Background: an optimization exercise with open tools, aiming at a short achievable clock period and few clock cycles. Do not read the settings as production practice.
The RTL of this run was laid out without a check of its function.

[design/flow/flow/run.sh]
#!/bin/bash
set -euo pipefail
bash standard.sh SETUP_SLACK_MARGIN=5.8 finish > standard.log 2>&1
[design/flow/standard.sh]
#!/bin/bash
# synth_recipe.tcl (not shown) runs the flow's synth.tcl, then flattens the netlist and writes it again
# the make line also repeats each setting of config.mk as NAME=value (left out here)
make -C /OpenROAD-flow-scripts/flow DESIGN_CONFIG=/design/flow/config.mk WORK_HOME=/design/flow/orfs CLKGATE_MAP_FILE= SYNTH_SCRIPT=/design/flow/synth_recipe.tcl "${@:-finish}"
[design/flow/config.mk]
export PLATFORM = sky130hd
export DESIGN_NAME = core
export DESIGN_NICKNAME = core
export VERILOG_FILES = /design/flow/design.v
export SDC_FILE = /design/flow/constraint.sdc
export NUM_CORES = 4
export LEC_CHECK = 0
export ABC_CLOCK_PERIOD_IN_PS = 3500
export CAP_MARGIN = 20
export CORE_MARGIN = 2
export CORE_UTILIZATION = 50
export PLACE_DENSITY = 0.65
export SLEW_MARGIN = 20
export TNS_END_PERCENT = 100
[design/flow/constraint.sdc]
create_clock -name core_clock -period 10.0 [get_ports {clk}]
set_input_delay 2.0000 -clock core_clock [delete_from_list [all_inputs] [get_ports {clk}]]
set_output_delay 2.0000 -clock core_clock [all_outputs]
set_load 0.01 [all_outputs]
[design/flow/design.v]
package core_types_pkg;
	localparam integer IMEM_WORDS = 64;
	localparam integer DMEM_WORDS = 64;
	typedef logic [31:0] word_t;
	typedef logic [4:0]  reg_addr_t;
	typedef logic [31:0] pc_t;
	typedef logic [$clog2(IMEM_WORDS)-1:0] imem_idx_t;
	typedef logic [$clog2(DMEM_WORDS)-1:0] dmem_idx_t;
endpackage
package rv_isa_pkg;
	localparam logic [6:0] OP_RTYPE  = 7'b0110011;
	localparam logic [6:0] OP_ITYPE  = 7'b0010011;
	localparam logic [6:0] OP_LOAD   = 7'b0000011;
	localparam logic [6:0] OP_STORE  = 7'b0100011;
	localparam logic [6:0] OP_BRANCH = 7'b1100011;
	localparam logic [2:0] F3_ADD_SUB = 3'b000;
	localparam logic [2:0] F3_SLT     = 3'b010;
	localparam logic [2:0] F3_XOR     = 3'b100;
	localparam logic [2:0] F3_OR      = 3'b110;
	localparam logic [2:0] F3_AND     = 3'b111;
	localparam logic [2:0] F3_WORD = 3'b010;
	localparam logic [2:0] F3_BEQ  = 3'b000;
	typedef enum logic [2:0] {
		ALU_ADD,
		ALU_SUB,
		ALU_AND,
		ALU_OR,
		ALU_XOR,
		ALU_SLT
	} alu_op_e;
endpackage
`timescale 1ns/1ns
module instr_mem (
	input  logic                      clk,
	input  logic                      we_i,
	input  core_types_pkg::imem_idx_t waddr_i,
	input  core_types_pkg::word_t     wdata_i,
	input  core_types_pkg::imem_idx_t raddr_i,
	output core_types_pkg::word_t     rdata_o
);
	core_types_pkg::word_t mem [0:core_types_pkg::IMEM_WORDS-1];
	always_ff @(posedge clk) begin
		if (we_i) begin
			mem[waddr_i] <= wdata_i;
		end
	end
	assign rdata_o = mem[raddr_i];
endmodule
`timescale 1ns/1ns
module decoder (
	input  core_types_pkg::word_t instr_i,
	output logic                  reg_we_o,
	output logic                  mem_re_o,
	output logic                  mem_we_o,
	output logic                  mem_to_reg_o,
	output logic                  alu_src_o,
	output logic                  is_branch_o,
	output rv_isa_pkg::alu_op_e   alu_op_o,
	output core_types_pkg::word_t imm_o
);
	logic [6:0] opcode;
	logic [2:0] funct3;
	logic       f7_b5;
	assign opcode = instr_i[6:0];
	assign funct3 = instr_i[14:12];
	assign f7_b5  = instr_i[30];
	always_comb begin
		reg_we_o     = 1'b0;
		mem_re_o     = 1'b0;
		mem_we_o     = 1'b0;
		mem_to_reg_o = 1'b0;
		alu_src_o    = 1'b0;
		is_branch_o  = 1'b0;
		alu_op_o     = rv_isa_pkg::ALU_ADD;
		imm_o        = '0;
		case (opcode)
			rv_isa_pkg::OP_RTYPE: begin
				reg_we_o = 1'b1;
				case (funct3)
					rv_isa_pkg::F3_ADD_SUB: alu_op_o = f7_b5 ? rv_isa_pkg::ALU_SUB : rv_isa_pkg::ALU_ADD;
					rv_isa_pkg::F3_SLT:     alu_op_o = rv_isa_pkg::ALU_SLT;
					rv_isa_pkg::F3_XOR:     alu_op_o = rv_isa_pkg::ALU_XOR;
					rv_isa_pkg::F3_OR:      alu_op_o = rv_isa_pkg::ALU_OR;
					rv_isa_pkg::F3_AND:     alu_op_o = rv_isa_pkg::ALU_AND;
					default:    reg_we_o = 1'b0;
				endcase
			end
			rv_isa_pkg::OP_ITYPE: begin
				reg_we_o  = (funct3 == rv_isa_pkg::F3_ADD_SUB);
				alu_src_o = 1'b1;
				imm_o     = {{20{instr_i[31]}}, instr_i[31:20]};
			end
			rv_isa_pkg::OP_LOAD: begin
				reg_we_o     = (funct3 == rv_isa_pkg::F3_WORD);
				mem_re_o     = (funct3 == rv_isa_pkg::F3_WORD);
				mem_to_reg_o = 1'b1;
				alu_src_o    = 1'b1;
				imm_o        = {{20{instr_i[31]}}, instr_i[31:20]};
			end
			rv_isa_pkg::OP_STORE: begin
				mem_we_o  = (funct3 == rv_isa_pkg::F3_WORD);
				alu_src_o = 1'b1;
				imm_o     = {{20{instr_i[31]}}, instr_i[31:25], instr_i[11:7]};
			end
			rv_isa_pkg::OP_BRANCH: begin
				is_branch_o = (funct3 == rv_isa_pkg::F3_BEQ);
				alu_op_o    = rv_isa_pkg::ALU_SUB;
				imm_o       = {{19{instr_i[31]}}, instr_i[31], instr_i[7],
					instr_i[30:25], instr_i[11:8], 1'b0};
			end
			default: begin
				alu_op_o = rv_isa_pkg::ALU_ADD;
			end
		endcase
	end
endmodule
`timescale 1ns/1ns
module regfile (
	input  logic                      clk,
	input  logic                      rst_n,
	input  core_types_pkg::reg_addr_t rs1_i,
	input  core_types_pkg::reg_addr_t rs2_i,
	input  core_types_pkg::reg_addr_t rd_i,
	input  logic                      we_i,
	input  core_types_pkg::word_t     wdata_i,
	output core_types_pkg::word_t     rdata1_o,
	output core_types_pkg::word_t     rdata2_o
);
	core_types_pkg::word_t regs [0:31];
	logic  wr_en;
	assign wr_en = we_i && (rd_i != '0);
	always_ff @(posedge clk or negedge rst_n) begin
		if (!rst_n) begin
			for (int i = 0; i < 32; i++) begin
				regs[i] <= '0;
			end
		end else if (wr_en) begin
			regs[rd_i] <= wdata_i;
		end
	end
	assign rdata1_o = (wr_en && rd_i == rs1_i) ? wdata_i : regs[rs1_i];
	assign rdata2_o = (wr_en && rd_i == rs2_i) ? wdata_i : regs[rs2_i];
endmodule
`timescale 1ns/1ns
module alu (
	input  core_types_pkg::word_t a_i,
	input  core_types_pkg::word_t b_i,
	input  rv_isa_pkg::alu_op_e   op_i,
	output core_types_pkg::word_t y_o,
	output logic                  zero_o
);
	always_comb begin
		case (op_i)
			rv_isa_pkg::ALU_ADD: y_o = a_i + b_i;
			rv_isa_pkg::ALU_SUB: y_o = a_i - b_i;
			rv_isa_pkg::ALU_AND: y_o = a_i & b_i;
			rv_isa_pkg::ALU_OR:  y_o = a_i | b_i;
			rv_isa_pkg::ALU_XOR: y_o = a_i ^ b_i;
			rv_isa_pkg::ALU_SLT: y_o = {31'b0, $signed(a_i) < $signed(b_i)};
			default: y_o = '0;
		endcase
	end
	assign zero_o = (y_o == '0);
endmodule
`timescale 1ns/1ns
module data_mem (
	input  logic                      clk,
	input  logic                      we_i,
	input  core_types_pkg::dmem_idx_t idx_i,
	input  core_types_pkg::word_t     wdata_i,
	output core_types_pkg::word_t     rdata_o
);
	core_types_pkg::word_t mem [0:core_types_pkg::DMEM_WORDS-1];
	always_ff @(posedge clk) begin
		if (we_i) begin
			mem[idx_i] <= wdata_i;
		end
	end
	assign rdata_o = mem[idx_i];
endmodule
`timescale 1ns/1ns
module hazard_unit (
	input  core_types_pkg::reg_addr_t ifid_rs1_i,
	input  core_types_pkg::reg_addr_t ifid_rs2_i,
	input  core_types_pkg::reg_addr_t idex_rs1_i,
	input  core_types_pkg::reg_addr_t idex_rs2_i,
	input  core_types_pkg::reg_addr_t idex_rd_i,
	input  core_types_pkg::reg_addr_t exmem_rd_i,
	input  core_types_pkg::reg_addr_t memwb_rd_i,
	input  logic                      idex_mem_re_i,
	input  logic                      exmem_reg_we_i,
	input  logic                      memwb_reg_we_i,
	input  logic                      branch_taken_i,
	output logic [1:0]                fwd_a_o,
	output logic [1:0]                fwd_b_o,
	output logic                      stall_o,
	output logic                      flush_o
);
	logic load_use;
	function automatic logic [1:0] fwd_sel(input core_types_pkg::reg_addr_t rs, input core_types_pkg::reg_addr_t exmem_rd,
			input logic exmem_we, input core_types_pkg::reg_addr_t memwb_rd, input logic memwb_we);
		if (exmem_we && exmem_rd != '0 && exmem_rd == rs) begin
			fwd_sel = 2'b10;
		end else if (memwb_we && memwb_rd != '0 && memwb_rd == rs) begin
			fwd_sel = 2'b01;
		end else begin
			fwd_sel = 2'b00;
		end
	endfunction
	always_comb begin
		fwd_a_o = fwd_sel(idex_rs1_i, exmem_rd_i, exmem_reg_we_i, memwb_rd_i, memwb_reg_we_i);
		fwd_b_o = fwd_sel(idex_rs2_i, exmem_rd_i, exmem_reg_we_i, memwb_rd_i, memwb_reg_we_i);
	end
	assign load_use = idex_mem_re_i && (idex_rd_i != '0)
		&& (idex_rd_i == ifid_rs1_i || idex_rd_i == ifid_rs2_i);
	assign flush_o = branch_taken_i;
	assign stall_o = load_use && !branch_taken_i;
endmodule
`timescale 1ns/1ns
module core (
	input  logic                      clk,
	input  logic                      rst_n,
	input  logic                      run_i,
	input  logic                      imem_we_i,
	input  core_types_pkg::imem_idx_t imem_addr_i,
	input  core_types_pkg::word_t     imem_wdata_i,
	output logic                      wb_valid_o,
	output core_types_pkg::reg_addr_t wb_rd_o,
	output core_types_pkg::word_t     wb_data_o,
	output logic                      st_valid_o,
	output core_types_pkg::pc_t       st_addr_o,
	output core_types_pkg::word_t     st_data_o
);
	localparam integer PW = 46;
	logic [6:0] l_op;
	logic [2:0] l_f3;
	logic [4:0] l_rd, l_rs1, l_rs2;
	logic       l_r, l_rok, l_i, l_ld, l_st, l_b, l_wr, l_unc, l_br, l_nop;
	logic       l_sub, l_slt, l_xor, l_or, l_and, l_imm, l_use2;
	logic [11:0] l_imm12;
	logic [5:0] l_tgt;
	logic [PW-1:0] l_word;
	always_comb begin
		l_op  = imem_wdata_i[6:0];
		l_f3  = imem_wdata_i[14:12];
		l_rd  = imem_wdata_i[11:7];
		l_rs1 = imem_wdata_i[19:15];
		l_rs2 = imem_wdata_i[24:20];
		l_r   = (l_op == rv_isa_pkg::OP_RTYPE);
		l_rok = (l_f3 == 3'b000) || (l_f3 == 3'b010) || (l_f3 == 3'b100)
			|| (l_f3 == 3'b110) || (l_f3 == 3'b111);
		l_i   = (l_op == rv_isa_pkg::OP_ITYPE) && (l_f3 == 3'b000);
		l_ld  = (l_op == rv_isa_pkg::OP_LOAD) && (l_f3 == 3'b010) && (l_rd != 5'd0);
		l_st  = (l_op == rv_isa_pkg::OP_STORE) && (l_f3 == 3'b010);
		l_b   = (l_op == rv_isa_pkg::OP_BRANCH) && (l_f3 == 3'b000);
		l_wr  = ((l_r && l_rok) || l_i || l_ld) && (l_rd != 5'd0);
		l_unc = l_b && (l_rs1 == l_rs2);
		l_br  = l_b && (l_rs1 != l_rs2);
		l_nop = !(l_wr || l_st || l_b);
		l_sub = l_r && (((l_f3 == 3'b000) && imem_wdata_i[30]) || (l_f3 == 3'b010));
		l_slt = l_r && (l_f3 == 3'b010);
		l_xor = l_r && (l_f3 == 3'b100);
		l_or  = l_r && (l_f3 == 3'b110);
		l_and = l_r && (l_f3 == 3'b111);
		l_imm = !l_r;
		l_use2 = l_r || l_st || l_b;
		l_imm12 = l_st ? {imem_wdata_i[31:25], imem_wdata_i[11:7]} : imem_wdata_i[31:20];
		l_tgt = imem_addr_i + {imem_wdata_i[27:25], imem_wdata_i[11:9]};
		l_word = {l_tgt, l_unc, l_nop, l_br, l_st, l_ld, l_wr,
			l_sub, l_slt, l_xor, l_or, l_and, l_imm, l_use2,
			l_imm12, l_rs2, l_rs1, l_rd};
	end
	logic [63:0][PW-1:0] imem;
	for (genvar g = 0; g < 64; g++) begin : g_imem
		always_ff @(posedge clk) begin
			if (imem_we_i && imem_addr_i == g) begin
				imem[g] <= l_word;
			end
		end
	end
	logic [63:0][PW-1:0] imem_r1;
	logic [63:0][7:0]    imem_r2;
	for (genvar g = 0; g < 64; g++) begin : g_rot
		assign imem_r1[g] = imem[(g + 1) % 64];
		assign imem_r2[g] = imem[(g + 2) % 64][PW-1:PW-8];
	end
	logic [63:0] pc_q;     
	localparam integer NOP = 8;
	logic        fx_w0, fx_w1, fx_ld0, fx_ld1, fx_st, fx_st1, fx_lu;
	logic [4:0]  fx_rd0, fx_rd1;
	logic [NOP-1:0][31:0] fx_v;
	logic [NOP-1:0] fx_m1, fx_m0, fx_w1s, fx_w0s, fx_rf;
	logic [1:0]  fa_sub, fa_slt, fa_xor, fa_or, fa_and, fa_imm;
	logic [1:0][31:0] fa_immv;
	logic [31:0] fm_immv;
	logic        fb_v, fb_first;
	logic [63:0] fb_tgt;
	logic [31:0] fb_y;
	logic        xm_w0, xm_w1, xm_ld0, xm_ld1, xm_st, xm_st1;
	logic [4:0]  xm_rd0, xm_rd1;
	logic [31:0] xm_y0, xm_y1, xm_addr, xm_sd;
	logic [63:0] xm_idx;   
	logic        mw_w0, mw_w1, mw_st, mw_st1;
	logic [4:0]  mw_rd0, mw_rd1;
	logic [31:0] mw_d0, mw_d1, mw_addr, mw_sd;
	logic [31:1][31:0] rf_q;
	logic [31:0][31:0] rf_v;
	assign rf_v = {rf_q, 32'b0};
	logic [63:0][31:0] dm_q;
	logic [PW-1:0] w0, w1;
	logic [7:0]    w2;
	logic [4:0]    rd0, rs10, rs20, rd1, rs11, rs21;
	logic [11:0]   imm0, imm1;
	logic          use20, use21, wr0, wr1, ld0, ld1, st0, st1, br0, br1;
	logic          nop0, nop1, nop2, unc0, unc1, unc2, alu0, alu1, addi0;
	logic [5:0]    tgt0, tgt1, tgt2;
	logic          real0, real1, raw, fuse, pair;
	logic [63:0]   f_npc;
	logic [31:0]   r0a, r0b, r1a, r1b;
	always_comb begin
		w0 = '0;
		w1 = '0;
		w2 = '0;
		for (int k = 0; k < 64; k++) begin
			w0 = w0 | ({PW{pc_q[k]}} & imem[k]);
			w1 = w1 | ({PW{pc_q[k]}} & imem_r1[k]);
			w2 = w2 | ({8{pc_q[k]}} & imem_r2[k]);
		end
	end
	function automatic logic [63:0] onehot(input logic [5:0] i);
		onehot = 64'd1 << i;
	endfunction
	assign rd0   = w0[4:0];
	assign rs10  = w0[9:5];
	assign rs20  = w0[14:10];
	assign imm0  = w0[26:15];
	assign use20 = w0[27];
	assign wr0   = w0[34];
	assign ld0   = w0[35];
	assign st0   = w0[36];
	assign br0   = w0[37];
	assign nop0  = w0[38];
	assign unc0  = w0[39];
	assign tgt0  = w0[45:40];
	assign rd1   = w1[4:0];
	assign rs11  = w1[9:5];
	assign rs21  = w1[14:10];
	assign imm1  = w1[26:15];
	assign use21 = w1[27];
	assign wr1   = w1[34];
	assign ld1   = w1[35];
	assign st1   = w1[36];
	assign br1   = w1[37];
	assign nop1  = w1[38];
	assign unc1  = w1[39];
	assign tgt1  = w1[45:40];
	assign nop2  = w2[0];
	assign unc2  = w2[1];
	assign tgt2  = w2[7:2];
	assign alu0  = wr0 && !ld0;
	assign alu1  = wr1 && !ld1;
	assign addi0 = alu0 && w0[28];
	assign real0 = !nop0 && !unc0;
	assign real1 = !nop1 && !unc1;
	assign raw  = wr0 && (rd0 == rs11 || (use21 && rd0 == rs21));
	assign fuse = addi0 && br1 && raw;
	assign pair = (nop0 && real1) || (real0 && real1
		&& !((ld0 || st0) && (ld1 || st1)) && !(br0 && br1) && (!raw || fuse));
	always_comb begin
		if (unc0) f_npc = onehot(tgt0);
		else if (pair) begin
			if (nop2) f_npc = {pc_q[60:0], pc_q[63:61]};
			else if (unc2) f_npc = onehot(tgt2);
			else f_npc = {pc_q[61:0], pc_q[63:62]};
		end else begin
			if (nop1) f_npc = {pc_q[61:0], pc_q[63:62]};
			else if (unc1) f_npc = onehot(tgt1);
			else f_npc = {pc_q[62:0], pc_q[63]};
		end
	end
	assign r0a = rf_v[rs10];
	assign r0b = rf_v[rs20];
	assign r1a = rf_v[rs11];
	assign r1b = rf_v[rs21];
	logic        g_w0, g_w1, g_ld0, g_ld1, g_st, g_st1, g_a0, g_a1, g_m, g_b;
	logic        m_s1, b_s1, fz1;
	logic [NOP-1:0][4:0]  n_op;
	logic [NOP-1:0][31:0] v_op;
	logic [NOP-1:0]       u_op;
	logic [31:0]          v_by;
	logic [11:0]          m_imm12;
	always_comb begin
		g_w0  = wr0;
		g_w1  = pair && wr1;
		g_ld0 = ld0;
		g_ld1 = pair && ld1;
		g_st  = st0 || (pair && st1);
		g_st1 = !st0;
		g_a0  = alu0;
		g_a1  = pair && alu1;
		g_m   = ld0 || st0 || (pair && (ld1 || st1));
		g_b   = br0 || (pair && br1);
		m_s1  = !(ld0 || st0);
		b_s1  = !br0;
		fz1   = (rs11 == rd0);
		n_op[0] = rs10;
		v_op[0] = r0a;
		u_op[0] = g_a0;
		n_op[1] = rs20;
		v_op[1] = r0b;
		u_op[1] = g_a0 && use20;
		n_op[2] = rs11;
		v_op[2] = r1a;
		u_op[2] = g_a1;
		n_op[3] = rs21;
		v_op[3] = r1b;
		u_op[3] = g_a1 && use21;
		n_op[4] = m_s1 ? rs11 : rs10;
		v_op[4] = m_s1 ? r1a : r0a;
		u_op[4] = g_m;
		n_op[5] = m_s1 ? rs21 : rs20;
		v_op[5] = m_s1 ? r1b : r0b;
		u_op[5] = g_st;
		m_imm12 = m_s1 ? imm1 : imm0;
		if (real0 && fuse) begin
			n_op[6] = rs10;
			v_op[6] = r0a;
			v_by    = {{20{imm0[11]}}, imm0};
			n_op[7] = fz1 ? rs21 : rs11;
			v_op[7] = fz1 ? r1b : r1a;
		end else begin
			n_op[6] = b_s1 ? rs11 : rs10;
			v_op[6] = b_s1 ? r1a : r0a;
			v_by    = '0;
			n_op[7] = b_s1 ? rs21 : rs20;
			v_op[7] = b_s1 ? r1b : r0b;
		end
		u_op[6] = g_b;
		u_op[7] = g_b;
	end
	logic [NOP-1:0] s_m1, s_m0, s_w1, s_w0, s_rf;
	logic           g_lu;
	always_comb begin
		g_lu = 1'b0;
		for (int i = 0; i < NOP; i++) begin
			s_m1[i] = fx_w1 && (fx_rd1 == n_op[i]);
			s_m0[i] = !s_m1[i] && fx_w0 && (fx_rd0 == n_op[i]);
			s_w1[i] = !s_m1[i] && !s_m0[i] && xm_w1 && (xm_rd1 == n_op[i]);
			s_w0[i] = !s_m1[i] && !s_m0[i] && !s_w1[i] && xm_w0 && (xm_rd0 == n_op[i]);
			s_rf[i] = !s_m1[i] && !s_m0[i] && !s_w1[i] && !s_w0[i];
			g_lu = g_lu || (u_op[i] && ((s_m1[i] && fx_ld1) || (s_m0[i] && fx_ld0)));
		end
	end
	logic        x_stall, x_redir, x_kill1;
	logic [NOP-1:0][31:0] x_v;
	logic [1:0][31:0] x_y;
	logic [31:0] x_addr;
	logic        x_eq;
	logic [31:0] e_c, e_k;
	assign x_stall = fx_lu;
	always_comb begin
		for (int i = 0; i < NOP; i++) begin
			x_v[i] = ({32{fx_m1[i]}} & xm_y1) | ({32{fx_m0[i]}} & xm_y0)
				| ({32{fx_w1s[i]}} & mw_d1) | ({32{fx_w0s[i]}} & mw_d0)
				| ({32{fx_rf[i]}} & fx_v[i]);
		end
	end
	for (genvar l = 0; l < 2; l++) begin : g_alu
		logic [31:0] a, b, opb, bx, sum;
		logic        lt;
		assign a   = x_v[2*l];
		assign b   = x_v[2*l+1];
		assign opb = fa_imm[l] ? fa_immv[l] : b;
		assign bx  = opb ^ {32{fa_sub[l]}};
		assign sum = a + bx + {31'b0, fa_sub[l]};
		assign lt  = (a[31] != b[31]) ? a[31] : sum[31];
		always_comb begin
			if (fa_slt[l]) x_y[l] = {31'b0, lt};
			else if (fa_xor[l]) x_y[l] = a ^ b;
			else if (fa_or[l]) x_y[l] = a | b;
			else if (fa_and[l]) x_y[l] = a & b;
			else x_y[l] = sum;
		end
	end
	assign x_addr = x_v[4] + fm_immv;
	assign e_c  = x_v[6] ^ fb_y ^ x_v[7];
	assign e_k  = {((x_v[6][30:0] & fb_y[30:0]) | ((x_v[6][30:0] ^ fb_y[30:0]) & ~x_v[7][30:0])), 1'b0};
	assign x_eq = (e_c == e_k);
	assign x_redir = fb_v && !x_stall && x_eq;
	assign x_kill1 = x_redir && fb_first;
	logic [31:0] m_rdata, m_d0, m_d1;
	always_comb begin
		m_rdata = '0;
		for (int k = 0; k < 64; k++) begin
			m_rdata = m_rdata | ({32{xm_idx[k]}} & dm_q[k]);
		end
	end
	assign m_d0 = xm_ld0 ? m_rdata : xm_y0;
	assign m_d1 = xm_ld1 ? m_rdata : xm_y1;
	logic        r_wv, r_sv, q0_v, q1_v, sb_v;
	logic [4:0]  r_rd, q0_rd, q1_rd;
	logic [31:0] r_wd, q0_d, q1_d, r_sa, r_sd, sb_a, sb_d;
	logic [1:0]  sb_c;
	logic        freeze, en;
	logic        ga_v, gb_v, gs_v, gs_after;
	logic [4:0]  g0_rd, g1_rd;
	logic [31:0] g0_d, g1_d;
	logic [1:0]  qn, gn, ahead;
	logic [2:0]  pn;
	logic        sb_go;
	always_comb begin
		ga_v     = mw_w0;
		gb_v     = mw_w1;
		gs_v     = mw_st;
		gs_after = mw_st1 && mw_w0;
		g0_rd = mw_w0 ? mw_rd0 : mw_rd1;
		g0_d  = mw_w0 ? mw_d0 : mw_d1;
		g1_rd = mw_rd1;
		g1_d  = mw_d1;
		qn    = {q1_v, q0_v && !q1_v};
		sb_go = sb_v && (sb_c <= 2'd1);
		freeze = (q1_v && ga_v && gb_v) || (gs_v && sb_v && !sb_go);
		gn    = freeze ? 2'd0 : ({1'b0, ga_v} + {1'b0, gb_v});
		pn    = {1'b0, qn} + {1'b0, gn};
		ahead = qn + {1'b0, gs_after};
	end
	assign en = run_i && !freeze;
	always_ff @(posedge clk or negedge rst_n) begin
		if (!rst_n) begin
			r_wv <= 1'b0;
			q0_v <= 1'b0;
			q1_v <= 1'b0;
			r_sv <= 1'b0;
			sb_v <= 1'b0;
		end else if (run_i) begin
			r_wv <= (pn >= 3'd1);
			q0_v <= (pn >= 3'd2);
			q1_v <= (pn >= 3'd3);
			if (sb_v) begin
				r_sv <= sb_go;
				sb_v <= !sb_go || (gs_v && !freeze);
			end else begin
				r_sv <= gs_v && !freeze && (ahead <= 2'd1);
				sb_v <= gs_v && !freeze && (ahead > 2'd1);
			end
		end
	end
	always_ff @(posedge clk) begin
		if (run_i) begin
			if (q0_v) begin
				r_rd <= q0_rd;
				r_wd <= q0_d;
			end else begin
				r_rd <= g0_rd;
				r_wd <= g0_d;
			end
			if (q1_v) begin
				q0_rd <= q1_rd;
				q0_d  <= q1_d;
			end else if (q0_v) begin
				q0_rd <= g0_rd;
				q0_d  <= g0_d;
			end else begin
				q0_rd <= g1_rd;
				q0_d  <= g1_d;
			end
			if (q1_v) begin
				q1_rd <= g0_rd;
				q1_d  <= g0_d;
			end else begin
				q1_rd <= g1_rd;
				q1_d  <= g1_d;
			end
			if (sb_v) begin
				if (sb_go) begin
					r_sa <= sb_a;
					r_sd <= sb_d;
					sb_a <= mw_addr;
					sb_d <= mw_sd;
					sb_c <= (ahead == 2'd0) ? 2'd0 : ahead - 2'd1;
				end else begin
					sb_c <= sb_c - 2'd1;
				end
			end else begin
				r_sa <= mw_addr;
				r_sd <= mw_sd;
				sb_a <= mw_addr;
				sb_d <= mw_sd;
				sb_c <= ahead - 2'd1;
			end
		end
	end
	logic f_go;     
	assign f_go = !x_stall && !x_redir;
	always_ff @(posedge clk or negedge rst_n) begin
		if (!rst_n) begin
			pc_q   <= 64'd1;
			fx_w0  <= 1'b0;
			fx_w1  <= 1'b0;
			fx_ld0 <= 1'b0;
			fx_ld1 <= 1'b0;
			fx_st  <= 1'b0;
			fx_lu  <= 1'b0;
			fb_v   <= 1'b0;
			fx_m1  <= '0;
			fx_m0  <= '0;
			fx_w1s <= '0;
			fx_w0s <= '0;
			fx_rf  <= '0;
			xm_w0  <= 1'b0;
			xm_w1  <= 1'b0;
			xm_ld0 <= 1'b0;
			xm_ld1 <= 1'b0;
			xm_st  <= 1'b0;
			mw_w0  <= 1'b0;
			mw_w1  <= 1'b0;
			mw_st  <= 1'b0;
		end else if (en) begin
			if (x_redir) pc_q <= fb_tgt;
			else if (!x_stall) pc_q <= f_npc;
			if (x_stall) begin
				fx_lu  <= 1'b0;
				fx_m1  <= '0;
				fx_m0  <= '0;
				fx_w1s <= fx_m1;
				fx_w0s <= fx_m0;
				fx_rf  <= fx_rf | fx_w1s | fx_w0s;
			end else begin
				fx_w0  <= f_go && g_w0;
				fx_w1  <= f_go && g_w1;
				fx_ld0 <= f_go && g_ld0;
				fx_ld1 <= f_go && g_ld1;
				fx_st  <= f_go && g_st;
				fb_v   <= f_go && g_b;
				fx_lu  <= f_go && g_lu;
				fx_m1  <= s_m1;
				fx_m0  <= s_m0;
				fx_w1s <= s_w1;
				fx_w0s <= s_w0;
				fx_rf  <= s_rf;
			end
			xm_w0  <= fx_w0 && !x_stall;
			xm_w1  <= fx_w1 && !x_stall && !x_kill1;
			xm_ld0 <= fx_ld0 && !x_stall;
			xm_ld1 <= fx_ld1 && !x_stall && !x_kill1;
			xm_st  <= fx_st && !x_stall && !(x_kill1 && fx_st1);
			mw_w0  <= xm_w0;
			mw_w1  <= xm_w1;
			mw_st  <= xm_st;
		end
	end
	always_ff @(posedge clk) begin
		if (en) begin
			if (x_stall) begin
				fx_v <= x_v;
			end else begin
				fx_rd0   <= rd0;
				fx_rd1   <= rd1;
				fx_st1   <= g_st1;
				fa_sub   <= {w1[33], w0[33]};
				fa_slt   <= {w1[32], w0[32]};
				fa_xor   <= {w1[31], w0[31]};
				fa_or    <= {w1[30], w0[30]};
				fa_and   <= {w1[29], w0[29]};
				fa_imm   <= {w1[28], w0[28]};
				fa_immv  <= {{{20{imm1[11]}}, imm1}, {{20{imm0[11]}}, imm0}};
				fm_immv  <= {{20{m_imm12[11]}}, m_imm12};
				fx_v     <= v_op;
				fb_first <= br0;
				fb_tgt   <= onehot(b_s1 ? tgt1 : tgt0);
				fb_y     <= v_by;
			end
			xm_rd0  <= fx_rd0;
			xm_rd1  <= fx_rd1;
			xm_st1  <= fx_st1;
			xm_y0   <= x_y[0];
			xm_y1   <= x_y[1];
			xm_addr <= x_addr;
			xm_idx  <= onehot(x_addr[7:2]);
			xm_sd   <= x_v[5];
			mw_rd0  <= xm_rd0;
			mw_rd1  <= xm_rd1;
			mw_d0   <= m_d0;
			mw_d1   <= m_d1;
			mw_st1  <= xm_st1;
			mw_addr <= xm_addr;
			mw_sd   <= xm_sd;
		end
	end
	for (genvar g = 1; g < 32; g++) begin : g_rf
		always_ff @(posedge clk or negedge rst_n) begin
			if (!rst_n) begin
				rf_q[g] <= '0;
			end else if (en) begin
				if (xm_w1 && xm_rd1 == g) rf_q[g] <= m_d1;
				else if (xm_w0 && xm_rd0 == g) rf_q[g] <= m_d0;
			end
		end
	end
	for (genvar g = 0; g < 64; g++) begin : g_dm
		always_ff @(posedge clk) begin
			if (en && xm_st && xm_idx[g]) begin
				dm_q[g] <= xm_sd;
			end
		end
	end
	assign wb_valid_o = run_i && r_wv;
	assign wb_rd_o    = r_rd;
	assign wb_data_o  = r_wd;
	assign st_valid_o = run_i && r_sv;
	assign st_addr_o  = r_sa;
	assign st_data_o  = r_sd;
endmodule
==> run notes <==
[worst max-delay path by stage]
stage                         startpoint          to  slack, ns
after CTS                       mw_d1[0]   xm_y0[30]       5.09
after detailed placement        pc_q[30]       fx_lu       3.06
after global placement          pc_q[30]       fx_lu       2.92
after floorplan           imem_addr_i[0]  imem[1008]       4.97
[synthesized netlist by cell type (245+ instances only)]
cell type	number	area share
inv_1	293	0.0032
o21ai_0	1365	0.020
a211oi_1	776	0.017
a221oi_1	1756	0.044
a22o_1	1641	0.042
nand2_1	4543	0.049
buf_1	431	0.0047
and3_1	534	0.0096
nand4_1	623	0.011
a21oi_1	2008	0.029
nand3_1	312	0.0045
mux2i_1	469	0.014
a31oi_1	409	0.0074
and2_1	426	0.0077
clkbuf_1	2329	0.025
nor2_1	2014	0.022
a311oi_1	480	0.012
edfxtp_1	5967	0.52
dfrtp_1	1115	0.081
xnor2_1	245	0.0062
a22oi_1	1180	0.026
[kinds of logic after synthesis]
| group | synth area share |
|---|---|
| AOI/OAI and AO/OA | 0.211 |
| xor gates and xnor gates | 0.00851 |
| adders and majority gates | 0.0104 |
| buffers and inverters | 0.0364 |
| DFF | 0.598 |
| muxes | 0.0212 |
| and+or+nand+nor | 0.114 |
[power groups by stage]
stage / sequential, mW / combinational (mW) / clock (mW)
floorplan: 32.9 / 0.377 / 0
global placement: 32.9 / 1.22 / 0
detailed placement: 32.9 / 1.24 / 0
CTS: 32.3 / 1.25 / 28.9
[repair_timing]
item / CTS
pin swaps: 792
endpoints found under the setup margin: 4073
setup buffers: 1192
gates resized for setup: 3060
cloned: 357
[layer usage]
layer	overflow	GRT usage
met5	0	0.209
met4	1	0.584
met3	0	0.478
met2	0	0.767
met1	0	0.684
==> flow_metrics.py <==
metrics = {
    "outcome": {
        "status": "aborted with a tool error",
        "haltStage": "global routing (5_1_grt)",
        "tool.error": "[ERROR GRT-0232] Routing congestion too high. Check the congestion heatmap in the GUI.",
    },
    "placed_design": {
        "dpl.cell_count": 38452,
        "port_buffers": 144,
        "routabilityCongestion": 1.10,
        "pre_cts_slack_ns": 3.06,
        "post-dp-hpwl_mm": 1140,
        "place_area_um2": 361000,
    },
    "synthesis": {
        "async_reset_ff_frac": 0.158,
        "synthFlopType": "edfxtp_1",
        "synth_nets": 31185,
        "yosysWarnings": 1,
        "synth_edf_count": 5967,
        "seq_area_frac_synth": 0.598,
        "synth.distinct_cells": 95,
        "synth_area_um2": 346000,
        "avgSynthCellArea_um2": 11.2,
        "ys_ff_latch": 7083,
        "syn_inst": 30876,
    },
    "global_route": {
        "grt_max_degree": 145,
        "overflow": 1,
        "grt.total_usage": 0.635,
    },
    "floorplan": {
        "start_util": 0.502,
        "num_io_pins": 145,
        "num_rows": 305,
        "die_h_um": 836,
        "die_w_um": 836,
    },
    "clock_network": {
        "max-clock-path-buffers": 4,
        "clockRootBuffer": "clkbuf_16",
        "numClockSinks": 7083,
        "htree_levels": 6,
        "cts_made_buffers": 746,
        "cts_hold_buf": 0,
    },
}
